Background: an optimization exercise with open tools, aiming at small area, a short achievable clock period and few clock cycles per item. Do not read the settings as production practice. Only simulation tests tie the RTL to the original design; equivalence was not proved. No activity file was given, so power comes from the tool's default toggle rates.

==> flow/design.v, too long to show whole: its modules and the start of the top module <==
// module fp_mul_pipe: 2407 lines
// module fp_fa: 4 lines
// module fp_ha: 4 lines
module fp_mul_pipe
#(
  parameter int EXP_W = 8,
  parameter int MAN_W = 23,
  localparam int W = 1 + EXP_W + MAN_W
) (
  input  logic         clk,
  input  logic         reset,
  input  logic         in_valid,
  output logic         in_ready,
  input  logic         rnd_mode,
  input  logic [W-1:0] a,
  input  logic [W-1:0] b,
  output logic         out_valid,
  input  logic         out_ready,
  output logic [W-1:0] c,
  output logic         ovf,
  output logic         unf,
  output logic         inv
);
  // ...
==> flow/flow/run.sh <==
#!/bin/bash
# Layout flow: the standard ORFS flow (standard.sh, unchanged synthesis),
# with port buffers of a plain buffer cell instead of the default choice, and
# timing repair allowed to change cell footprints.
set -euo pipefail
bash standard.sh \
  MATCH_CELL_FOOTPRINT=0 \
  BUFFER_PORTS_ARGS="-buffer_cell sky130_fd_sc_hd__buf_4" \
  finish > standard.log 2>&1
==> flow/standard.sh <==
#!/bin/bash
# synth_recipe.tcl (not shown) runs the flow's synth.tcl, then flattens the netlist and writes it again
# the make line also repeats each setting of config.mk as NAME=value (left out here)
make -C /OpenROAD-flow-scripts/flow DESIGN_CONFIG=/design/flow/config.mk WORK_HOME=/design/flow/orfs CLKGATE_MAP_FILE= SYNTH_SCRIPT=/design/flow/synth_recipe.tcl "${@:-finish}"
==> flow/config.mk <==
export PLATFORM = sky130hd
export DESIGN_NAME = fp_mul_pipe
export DESIGN_NICKNAME = fp_mul_pipe
export VERILOG_FILES = /design/flow/design.v
export SDC_FILE = /design/flow/constraint.sdc
export NUM_CORES = 4
export LEC_CHECK = 0
export ABC_AREA = 1
export CAP_MARGIN = 20
export CORE_MARGIN = 2
export CORE_UTILIZATION = 40
export SETUP_SLACK_MARGIN = 4.0
export SLEW_MARGIN = 20
export SYNTH_HIERARCHICAL = 1
export SYNTH_MINIMUM_KEEP_SIZE = 0
==> flow/constraint.sdc <==
create_clock -name core_clock -period 8.5 [get_ports {clk}]
set_input_delay 1.7000 -clock core_clock [delete_from_list [all_inputs] [get_ports {clk}]]
set_output_delay 1.7000 -clock core_clock [all_outputs]
set_load 0.01 [all_outputs]
==> impl_metrics.py, run 1 <==
metrics = {
    "die": {
        "pin_count": 106,
        "n_tap_cell": 688,
        "die_x_um": 235,
    },
    "global_route": {
        "met2_usage_pct": 36.2,
        "grt_use_met3_pct": 3.78,
        "grt_pass1_wl_um": 95800,
    },
    "critical_path": {
        "arrival_ns": 4.71,
        "slowest_stage": "fa_1",
        "crit_type": "reg2reg",
    },
    "cells_and_area": {
        "seqCellArea_sq_um": 6190,
    },
    "timing": {
        "finalSetupViolations": 0,
        "fin_crit_ns": 4.42,
        "fmax_ghz": 0.226,
        "fin_tns_setup_ns": 0,
        "worst_pin_slew_ns": 1.15,
        "slew_headroom_pct": 23.5,
    },
    "power": {
        "p_leak_uw": 0.0103,
    },
    "synth": {
        "synthTopCellsByArea": "edfxtp_1 29%, fa_1 25%, xor2_1 12%",
        "synth_ff_type": "edfxtp_1",
        "async_flop_share_pct": 0,
        "synth_cells": 2069,
    },
    "clocking": {
        "clock_path_buffers": 3,
        "h-tree-depth": 1,
        "cts_tree": "built",
    },
    "status": {
        "outcome": "no timing/DRC/antenna violations",
    },
    "worst_hold_path": {
        "hold_start": "e0[9]$_DFFE_PP_",
    },
    "job": {
        "maxCapViolCount": 0,
    },
    "route": {
        "via_per_inst": 5.59,
        "dr_wl_met2_um": 29100,
    },
}
Testbench counts, summed over its fixed seeds: cycles 16,024, items 16,000.
==> run 2, diff against run 1 <==
--- a/flow/config.mk
+++ b/flow/config.mk
@@ -11,3 +11,3 @@
 export CORE_UTILIZATION = 40
-export SETUP_SLACK_MARGIN = 4.0
+export SETUP_SLACK_MARGIN = 4.3
 export SLEW_MARGIN = 20
==> run 2 against run 1 <==
Still clean; global-route usage grew 0.75 points; fmax is 4.5% higher; flip-flop and latch count stayed put; routed wire length up 13%; clock power is 6% lower; core utilization up 3.5 points; combinational power up 6.3%.
==> impl_metrics.py, run 2 <==
metrics = {
    "status": {
        "outcome": "no timing/DRC/antenna violations",
    },
    "clocking": {
        "clockRootBuffer": "clkbuf_16",
        "clk_latency_ns": 0.56,
        "cts.sinks": 207,
        "clock_path_buffers": 3,
        "cts_buffers": 26,
        "cts_tree": "built",
        "path_clk_slew_ns": 0.06,
        "h-tree-depth": 1,
    },
    "critical_path": {
        "critPathCaptureType": "flop",
        "arrival_ns": 4.64,
        "slowest_stage": "edfxtp_1",
        "critPathLaunchType": "flop",
        "cp_common_cell": "nand2_2",
        "cpPeakStageDelay_ns": 0.44,
        "rr_endpoint": "c_q[22]$_SDFFCE_PP1P_",
        "path_max_fanout": 14,
        "r2r_start": "r1_15_0$_DFFE_PP_",
        "crit_type": "reg2reg",
        "r2r_slack_ns": 4.27,
        "reg2reg_depth": 31,
        "cp.required_ns": 8.92,
    },
    "cells_and_area": {
        "largest_register": "c_q",
        "drive_gt1_share_pct": 24.5,
        "final_cell_mix": "287 x xor2_1, 246 x fa_1, 232 x o22ai_1",
        "final_cells": 2951,
        "nNetsFinal": 2689,
        "diodes": 0,
        "area_growth_pct": 23.8,
        "largest_reg_flops": 32,
        "final_common_cell": "xor2_1",
        "top_regs": "c_q: 32 flops, am: 23 flops, bm: 23 flops",
    },
    "synth": {
        "synth-seq-area-share_pct": 29.1,
        "synthTopCellsByArea": "edfxtp_1 29%, fa_1 25%, xor2_1 12%",
        "ys_ff_latch": 207,
        "yosysTopAreaCell": "edfxtp_1",
        "synth_cells": 2069,
        "ys_warn_count": 7,
        "synth_edf_count": 204,
        "async_flop_share_pct": 0,
        "synth_ff_type": "edfxtp_1",
        "synth_area_sq_um": 21300,
        "synth_top_area_share_pct": 28.8,
        "avgSynthCellArea_sq_um": 10.3,
        "ys_types": 44,
        "yosysMostFrequentCell": "xor2_1",
        "synth_common_cells": "291 x xor2_1, 284 x nand2_1, 268 x o22ai_1, 265 x fa_1, 204 x edfxtp_1",
    },
    "route": {
        "drc_errors": 0,
        "drtIter0Drc": 1804,
        "vias": 16989,
        "routedWlPerCell_um": 23.4,
        "wl_um": 69100,
        "drtAntennaViolNets": 0,
        "drtPass1Iterations": 5,
        "via_per_inst": 5.76,
    },
    "job": {
        "maxCapViolCount": 0,
    },
    "timing": {
        "worst_pin_slew_ns": 1.04,
        "rsz0062_at_grt": "true",
        "finalSetupViolations": 0,
        "fin_crit_ns": 4.23,
        "final_max_slew_viol_count": 0,
        "period_share_pct": 49.8,
        "fin_tns_setup_ns": 0,
        "hold_viol": 0,
        "slew_headroom_pct": 30.7,
        "fmax_ghz": 0.236,
        "finClkSkew_ns": 0.0175,
    },
    "worst_hold_path": {
        "hp-class": "reg2reg",
        "hold_depth": 0,
        "whs_endpoint": "zero1$_DFFE_PP_",
        "hold_start": "zero0$_DFFE_PP_",
    },
    "power": {
        "p_leak_uw": 0.0109,
        "peakVddDrop_mv": 0.230,
        "p_per_area_nw_per_um2": 429,
        "power_uw": 11300,
    },
    "global_route": {
        "grt_pass1_vias": 17230,
        "grt_max_degree": 83,
        "antenna_found_initial": 0,
        "grt_pass1_wl_um": 98100,
        "grt_overflow": 0,
        "grt_usage_pct": 22.7,
    },
    "die": {
        "die_y_um": 235,
        "initial_core_util_pct": 40.5,
        "dieArea_sq_um": 55000,
        "coreArea_sq_um": 52600,
        "die_x_um": 235,
        "rows": 84,
        "pin_count": 106,
    },
    "placed_design": {
        "place_inst": 2769,
        "place_hpwl_um": 41500,
        "port_buffers": 105,
        "gp_congestion": 0.871,
    },
}
[run 2: cell counts after synthesis]
Identical to the previous run, type by type.
[run 2: stage by stage]
| step | hold slack [ns] | util [%] | setup slack [ns] | instance area, sq um |
|---|---|---|---|---|
| after floorplan | 0.400 | - | 2.67 | 21400 |
| after global placement | 0.404 | 43.2 | 3.24 | 22700 |
| after detailed placement | 0.405 | 43.2 | 3.01 | 22700 |
| after CTS | 0.418 | 47.0 | 4.24 | 24700 |
| after global routing | 0.425 | 50.1 | 4.05 | 26300 |
| final | 0.414 | 50.1 | 4.27 | 26300 |
[run 2: worst max-delay path by stage]
stage                                       end  slack [ns]               from
after detailed placement   c_q[7]$_SDFFCE_PP1P_        3.01  r1_15_1$_DFFE_PP_
after global routing      c_q[23]$_SDFFCE_PP1P_        4.05  r1_15_0$_DFFE_PP_
final                     c_q[22]$_SDFFCE_PP1P_        4.27  r1_15_0$_DFFE_PP_
after CTS                 c_q[11]$_SDFFCE_PP1P_        4.24  r1_14_1$_DFFE_PP_
after global placement     c_q[0]$_SDFFCE_PP1P_        3.24  r1_15_0$_DFFE_PP_
after floorplan                        in_ready        2.67          out_ready
[run 2: worst max-delay path, delay by kind of cell, from the launching register on]
kind / cells / cell delay, ns
adder cells (fa/ha/maj): 3 / 0.60
AO/OA/AOI/OAI: 3 / 0.34
buffers and inverters: 2 / 0.20
AND/OR/NAND/NOR: 23 / 2.49
flip-flops: 1 / 0.44
[run 2: report_power, final]
group / total (uW) / leakage [uW] / switching (uW) / internal [uW]
logic: 8080 / 0.00835 / 4640 / 3440
registers: 2120 / 0.00217 / 191 / 1930
clock network: 1100 / 0.000413 / 456 / 643
[run 2: what timing repair did]
item	in CTS	in global routing
cloned	17	22
endpoints found under the setup margin	86	66
hold buffers	0	0
gates resized for setup	155	179
pin swaps	50	98
setup buffers	34	61
[run 2: modules after synthesis, one instance, submodules excluded]
module       cells inside  copies in the design
fp_fa                   1                   264
fp_ha                   1                    79
fp_mul_pipe          1726                     1
[run 2: layer usage]
metal	part of all wire [%]	global-route usage, %
met1	38	29.2
met5	0	0
met3	9.9	4.49
met4	4.4	7.65
met2	48	38.1
[run 2: final cells by class]
type / count / area [sq um]
multi-input cells: 1592 / 15300
fillers: 4693 / 26200
clock inverters: 18 / 160
well taps: 688 / 861
clock buffers: 30 / 687
repair buffers: 249 / 2450
inverters: 156 / 646
flip-flops and latches: 207 / 6190
repair inverters: 11 / 70.1
[run 2: cell families after synthesis]
| family | Yosys count | share of synthesized area, % |
|---|---|---|
| flip-flops | 207 | 29.1 |
| adder cells (fa/ha/maj) | 377 | 31.5 |
| buffers and inverters | 296 | 5.51 |
| AND/OR/NAND/NOR | 527 | 11.2 |
| XOR/XNOR | 302 | 12.4 |
| AO/OA/AOI/OAI | 358 | 10.3 |
| other | 2 | 0.0353 |

[re-timing with driven ports]
The flow's constraints put no driver on any port. The routed layouts listed below were extracted and timed again, unchanged, in two steps.
Step 1 (the two cells are an assumption about what drives the block):
set clk [get_ports {clk}]
set_driving_cell -lib_cell sky130_fd_sc_hd__clkbuf_16 $clk
set_driving_cell -lib_cell sky130_fd_sc_hd__buf_2 [delete_from_list [all_inputs] $clk]
Step 2, shift: input delay + t, output delay - t, t = (earliest + latest rising clock arrival at the registers) / 2. This alone moves slack from input paths to output paths.
a / b / c = no drivers / after step 1 / after step 2; a / b = the first two.
run | t (ns) | setup WS [ns] | clock arrival spread, ns
run 1 | 0.621 | 4.082 / 4.082 / 4.082 | 0.024 / 0.024
run 2 | 0.612 | 4.271 / 4.271 / 4.271 | 0.017 / 0.018
After both steps setup and hold are still met in every run listed.
